Context: an optimization exercise on an open-source flow, tuned for small area, a short achievable clock period and few clock cycles per item. The choices shown serve that exercise and are no tape-out recipe.
Function was checked by simulation only, so behaviour that the tests miss may differ from the original.
Power figures rest on the tool's default switching activity, not on a simulated workload.

==> 05-23 <==
==> flow/design.v <==
package skt_pkg;
  localparam int unsigned CAPACITY_DEF     = 64;
  localparam int unsigned PAYLOAD_BITS_DEF = 16;
  localparam int unsigned KEY_BITS         = 32;
  localparam int unsigned PAY_PORT_BITS    = 16;
  localparam int unsigned COUNT_PORT_BITS  = 7;
  localparam logic [1:0] OP_INSERT = 2'd0;
  localparam logic [1:0] OP_LOOKUP = 2'd1;
  localparam logic [1:0] OP_REMOVE = 2'd2;
  typedef enum logic [1:0] {
    ST_OK        = 2'd0,
    ST_NOT_FOUND = 2'd1,
    ST_FULL      = 2'd2
  } status_e;
  typedef struct packed {
    logic [1:0]                 op;
    logic signed [KEY_BITS-1:0] key;
    logic [PAY_PORT_BITS-1:0]   payload;
  } skt_cmd_t;
  typedef struct packed {
    logic [1:0]                 status;
    logic                       found;
    logic [PAY_PORT_BITS-1:0]   found_payload;
    logic [COUNT_PORT_BITS-1:0] entry_count;
  } skt_res_t;
endpackage
module skt_ctrl
(
  output logic busy
);
  assign busy = 1'b0;
endmodule
module skt_datapath
#(
  parameter int unsigned CAPACITY     = skt_pkg::CAPACITY_DEF,
  parameter int unsigned PAYLOAD_BITS = skt_pkg::PAYLOAD_BITS_DEF
) (
  input  logic              clk_i,
  input  logic              rst_ni,
  input  logic              cmd_vld_i,
  input  skt_pkg::skt_cmd_t cmd_i,
  output logic              result_valid_o,
  output skt_pkg::skt_res_t result_o
);
  localparam int unsigned N  = CAPACITY;
  localparam int unsigned KB = skt_pkg::KEY_BITS;
  localparam int unsigned PB = skt_pkg::PAY_PORT_BITS;
  localparam int unsigned CW = $clog2(CAPACITY + 1);
  localparam int unsigned RW = $clog2(CAPACITY);
  function automatic logic [1:0] cmp(logic [KB-1:0] a, logic [KB-1:0] bn);
    logic [KB-1:0] l, e, x, yn;
    x  = {!a[KB-1], a[KB-2:0]};
    yn = {!bn[KB-1], bn[KB-2:0]};
    l  = ~(x | yn);
    e  = ~(x & yn);
    for (int w = KB / 2; w >= 1; w = w / 2) begin
      for (int j = 0; j < w; j++) begin
        l[j] = l[2*j+1] | (e[2*j+1] & l[2*j]);
        e[j] = l[2*j+1] | (e[2*j+1] & e[2*j]);
      end
    end
    cmp = {l[0], e[0] && !l[0]};
  endfunction
  logic [KB-1:0] key_q [N];
  logic [PB-1:0] pay_q [N];
  logic [RW-1:0] rank_q [N];
  logic [N-1:0]  vld_q;
  logic [CW-1:0] count_q;
  logic          vld_a, ins_a, lkp_a, rem_a;
  logic [KB-1:0] keyn_a;
  logic [PB-1:0] pay_a;
  always_ff @(posedge clk_i or negedge rst_ni) begin
    if (!rst_ni) begin
      vld_a <= 1'b0;
      ins_a <= 1'b0;
      lkp_a <= 1'b0;
      rem_a <= 1'b0;
    end else begin
      vld_a <= cmd_vld_i;
      ins_a <= cmd_vld_i && (cmd_i.op == skt_pkg::OP_INSERT);
      lkp_a <= cmd_vld_i && (cmd_i.op == skt_pkg::OP_LOOKUP);
      rem_a <= cmd_vld_i && (cmd_i.op == skt_pkg::OP_REMOVE);
    end
  end
  always_ff @(posedge clk_i) begin
    keyn_a <= ~cmd_i.key;
    pay_a  <= cmd_i.payload;
  end
  logic          vld_b, ins_b, lkp_b, rem_b;
  logic [KB-1:0] keyn_b;
  logic [PB-1:0] pay_b;
  logic [N-1:0]  lt_b, eq_b;
  logic [N-1:0]  wr;                  
  logic [1:0]    cw;                  
  logic [N-1:0]  lt_a, eq_a;
  assign cw = cmp(~keyn_b, keyn_a);
  for (genvar s = 0; s < N; s++) begin : g_cmp
    logic [1:0] c;
    assign c       = cmp(key_q[s], keyn_a);
    assign lt_a[s] = wr[s] ? cw[1] : c[1];
    assign eq_a[s] = wr[s] ? cw[0] : c[0];
  end
  always_ff @(posedge clk_i or negedge rst_ni) begin
    if (!rst_ni) begin
      vld_b <= 1'b0;
      ins_b <= 1'b0;
      lkp_b <= 1'b0;
      rem_b <= 1'b0;
    end else begin
      vld_b <= vld_a;
      ins_b <= ins_a;
      lkp_b <= lkp_a;
      rem_b <= rem_a;
    end
  end
  always_ff @(posedge clk_i) begin
    keyn_b <= keyn_a;
    pay_b  <= pay_a;
    lt_b   <= lt_a;
    eq_b   <= eq_a;
  end
  logic [N-1:0] lt, eq, head, r0, free, alloc;
  assign lt = lt_b & vld_q;
  assign eq = eq_b & vld_q;
  for (genvar s = 0; s < N; s++) begin : g_head
    assign r0[s]   = (rank_q[s] == '0);
    assign head[s] = eq[s] && r0[s];
  end
  assign free = ~vld_q;
  always_comb begin
    logic [N-1:0] seen;
    seen = free;
    for (int d = 1; d < N; d = d * 2) begin
      seen = seen | (seen << d);
    end
    alloc = free & ~(seen << 1);
  end
  logic found, anylt, tie, full, ins_ok, rem_ok;
  assign found  = |eq;
  assign anylt  = |lt;
  assign tie    = found && !anylt;    
  assign full   = count_q[CW-1];
  assign ins_ok = ins_b && !full;
  assign rem_ok = rem_b && found;
  for (genvar s = 0; s < N; s++) begin : g_slot
    logic          inc, dec;
    logic [RW-1:0] ones, zeros, flip;
    assign wr[s] = ins_ok && alloc[s];
    assign inc   = ins_ok && eq[s] && (anylt || !r0[s]);
    assign dec   = rem_b && eq[s] && !r0[s];
    always_comb begin
      ones[0]  = 1'b1;
      zeros[0] = 1'b1;
      for (int b = 1; b < RW; b++) begin
        ones[b]  = ones[b-1] && rank_q[s][b-1];
        zeros[b] = zeros[b-1] && !rank_q[s][b-1];
      end
      flip = ({RW{inc}} & ones) | ({RW{dec}} & zeros);
    end
    always_ff @(posedge clk_i) begin
      if (wr[s]) begin
        key_q[s] <= ~keyn_b;
        pay_q[s] <= pay_b;
      end
    end
    always_ff @(posedge clk_i) begin
      rank_q[s] <= wr[s] ? {{(RW-1){1'b0}}, tie} : rank_q[s] ^ flip;
    end
    always_ff @(posedge clk_i or negedge rst_ni) begin
      if (!rst_ni) begin
        vld_q[s] <= 1'b0;
      end else if (wr[s]) begin
        vld_q[s] <= 1'b1;
      end else if (rem_b && head[s]) begin
        vld_q[s] <= 1'b0;
      end
    end
  end
  always_ff @(posedge clk_i or negedge rst_ni) begin
    if (!rst_ni) begin
      count_q <= '0;
    end else if (ins_ok) begin
      count_q <= count_q + CW'(1);
    end else if (rem_ok) begin
      count_q <= count_q - CW'(1);
    end
  end
  logic [PB-1:0] fpay;
  always_comb begin
    fpay = '0;
    for (int s = 0; s < N; s++) begin
      fpay = fpay | (pay_q[s] & {PB{head[s]}});
    end
  end
  skt_pkg::skt_res_t res_d;
  always_comb begin
    res_d.status        = skt_pkg::ST_OK;
    res_d.found         = 1'b0;
    res_d.found_payload = '0;
    if (ins_b && full) begin
      res_d.status = skt_pkg::ST_FULL;
    end
    if (lkp_b || rem_b) begin
      res_d.status        = found ? skt_pkg::ST_OK : skt_pkg::ST_NOT_FOUND;
      res_d.found         = found;
      res_d.found_payload = fpay;
    end
    res_d.entry_count = ins_ok ? count_q + CW'(1) : rem_ok ? count_q - CW'(1) : count_q;
  end
  always_ff @(posedge clk_i or negedge rst_ni) begin
    if (!rst_ni) begin
      result_valid_o <= 1'b0;
    end else begin
      result_valid_o <= vld_b;
    end
  end
  always_ff @(posedge clk_i) begin
    result_o <= res_d;
  end
endmodule
module sorted_key_table_top
#(
  parameter int unsigned CAPACITY     = skt_pkg::CAPACITY_DEF,
  parameter int unsigned PAYLOAD_BITS = skt_pkg::PAYLOAD_BITS_DEF
) (
  input  logic     clk_i,
  input  logic     rst_ni,
  input  logic     start,
  output logic     busy,
  input  skt_pkg::skt_cmd_t cmd_i,
  output logic     result_valid_o,
  output skt_pkg::skt_res_t result_o
);
  skt_ctrl u_ctrl (
    .busy (busy)
  );
  skt_datapath #(
    .CAPACITY     (CAPACITY),
    .PAYLOAD_BITS (PAYLOAD_BITS)
  ) u_datapath (
    .clk_i          (clk_i),
    .rst_ni         (rst_ni),
    .cmd_vld_i      (start),
    .cmd_i          (cmd_i),
    .result_valid_o (result_valid_o),
    .result_o       (result_o)
  );
endmodule
==> flow/flow/run.sh <==
#!/bin/bash
# Standard ORFS layout, with the timing repair asked for more setup margin,
# and clock-tree sink clusters of at most 20 sinks within 80 um and no dummy
# loads.
set -euo pipefail
sed -e 's/SETUP_SLACK_MARGIN=[-0-9.]*/SETUP_SLACK_MARGIN=6.3 CTS_ARGS="-sink_clustering_enable -repair_clock_nets -sink_clustering_size 20 -sink_clustering_max_diameter 80 -dont_use_dummy_load"/' standard.sh > my_standard.sh
bash my_standard.sh > flow.log 2>&1
==> flow/standard.sh <==
#!/bin/bash
# synth_recipe.tcl (not shown) runs the flow's synth.tcl, then flattens the netlist and writes it again
# the make line also repeats each setting of config.mk as NAME=value (left out here)
make -C /OpenROAD-flow-scripts/flow DESIGN_CONFIG=/design/flow/config.mk WORK_HOME=/design/flow/orfs CLKGATE_MAP_FILE= SYNTH_SCRIPT=/design/flow/synth_recipe.tcl "${@:-finish}"
==> flow/config.mk <==
export PLATFORM = sky130hd
export DESIGN_NAME = sorted_key_table_top
export DESIGN_NICKNAME = sorted_key_table_top
export VERILOG_FILES = /design/flow/design.v
export SDC_FILE = /design/flow/constraint.sdc
export NUM_CORES = 4
export LEC_CHECK = 0
export ABC_CLOCK_PERIOD_IN_PS = 2500
export CAP_MARGIN = 25
export CORE_MARGIN = 2
export CORE_UTILIZATION = 55
export PLACE_DENSITY = 0.68
export SETUP_SLACK_MARGIN = 5
export SLEW_MARGIN = 25
==> flow/constraint.sdc <==
create_clock -name core_clock -period 10.0 [get_ports {clk_i}]
set_input_delay 2.0000 -clock core_clock [delete_from_list [all_inputs] [get_ports {clk_i}]]
set_output_delay 2.0000 -clock core_clock [all_outputs]
set_load 0.01 [all_outputs]
==> 05-14 (differences from 05-23) <==
Settings changed: CAP_MARGIN 25 to 30, CORE_UTILIZATION 55 to 65, PLACE_DENSITY 0.68 to 0.75, SLEW_MARGIN 25 to 30.
==> 05-16 (differences from 05-23) <==
--- a/flow/design.v
+++ b/flow/design.v
@@ -147,5 +147,5 @@
     logic [RW-1:0] ones, zeros, flip;
     assign wr[s] = ins_ok && alloc[s];
-    assign inc   = ins_ok && eq[s] && (anylt || !r0[s]);
+    assign inc   = ins_ok && eq[s] && !(tie && r0[s]);
     assign dec   = rem_b && eq[s] && !r0[s];
     always_comb begin
Settings changed: CAP_MARGIN 25 to 20, CORE_UTILIZATION 55 to 65, PLACE_DENSITY 0.68 to 0.75, SLEW_MARGIN 25 to 20.
==> 12-27 (differences from 05-23) <==
Settings changed: CORE_UTILIZATION 55 to 60, PLACE_DENSITY 0.68 to 0.7.
==> notes <==
- In count of clock-buffer cells in the layout, 05-14 and 05-16 do not differ.
- 05-23 produced a clean layout. 12-27 produced a clean layout. 05-16 reached the layout checks and failed them: max-capacitance violations, max-slew violations. 05-14 completed without violations.
- Of 12-27 and 05-16, 12-27 has the higher clock power (gap about 0.6%, measured against 05-16).
- Worst setup slack: 05-14 > 05-23 > 12-27 > 05-16.
- Global-route usage: 05-16 > 05-14 > 12-27 > 05-23.
- Non-clock buffer count, lowest first: 05-23, 05-14, 12-27, 05-16.
- Flip-flop and latch count is the same in 05-16 and 12-27.
- Clock skew, lowest first: 05-16, 05-14, 05-23, 12-27.
Testbench counts of 05-23, summed over its fixed seeds: cycles 9,624, ops 9,600.
Testbench counts of 05-14, summed over its fixed seeds: cycles 9,624, ops 9,600.
Testbench counts of 05-16, summed over its fixed seeds: cycles 9,624, ops 9,600.
Testbench counts of 12-27, summed over its fixed seeds: cycles 9,624, ops 9,600.

## port drivers added, routing unchanged
In the flow no input, the clock included, has a driving cell. The finished layouts below were timed again as built, in two steps.
Step 1 sets driving cells, clkbuf_16 on the clock port and buf_2 on the other inputs (assumed; they add their load-dependent delay and slew).
Step 2 times the ports against the registers' clock, not the clock port: input delays grow and output delays shrink by t, the midpoint of the rising clock arrivals with the driver on.
Three values: no drivers, after step 1, after step 2; two values: the first two.
run | t, ns | slack for setup (ns) | worst setup path at the end | latest minus earliest clock arrival (ns) | worst register clock-pin slew, ns
05-23 | 1.072 | 6.182 / 6.182 / 6.182 | register to register | 0.159 / 0.158 | 0.10 / 0.10
05-14 | 1.058 | 6.195 / 6.195 / 6.195 | register to register | 0.144 / 0.144 | 0.10 / 0.10
05-16 | 1.063 | 6.134 / 6.134 / 6.134 | register to register | 0.135 / 0.134 | 0.09 / 0.09
12-27 | 1.041 | 6.149 / 6.149 / 6.149 | register to register | 0.178 / 0.178 | 0.09 / 0.09
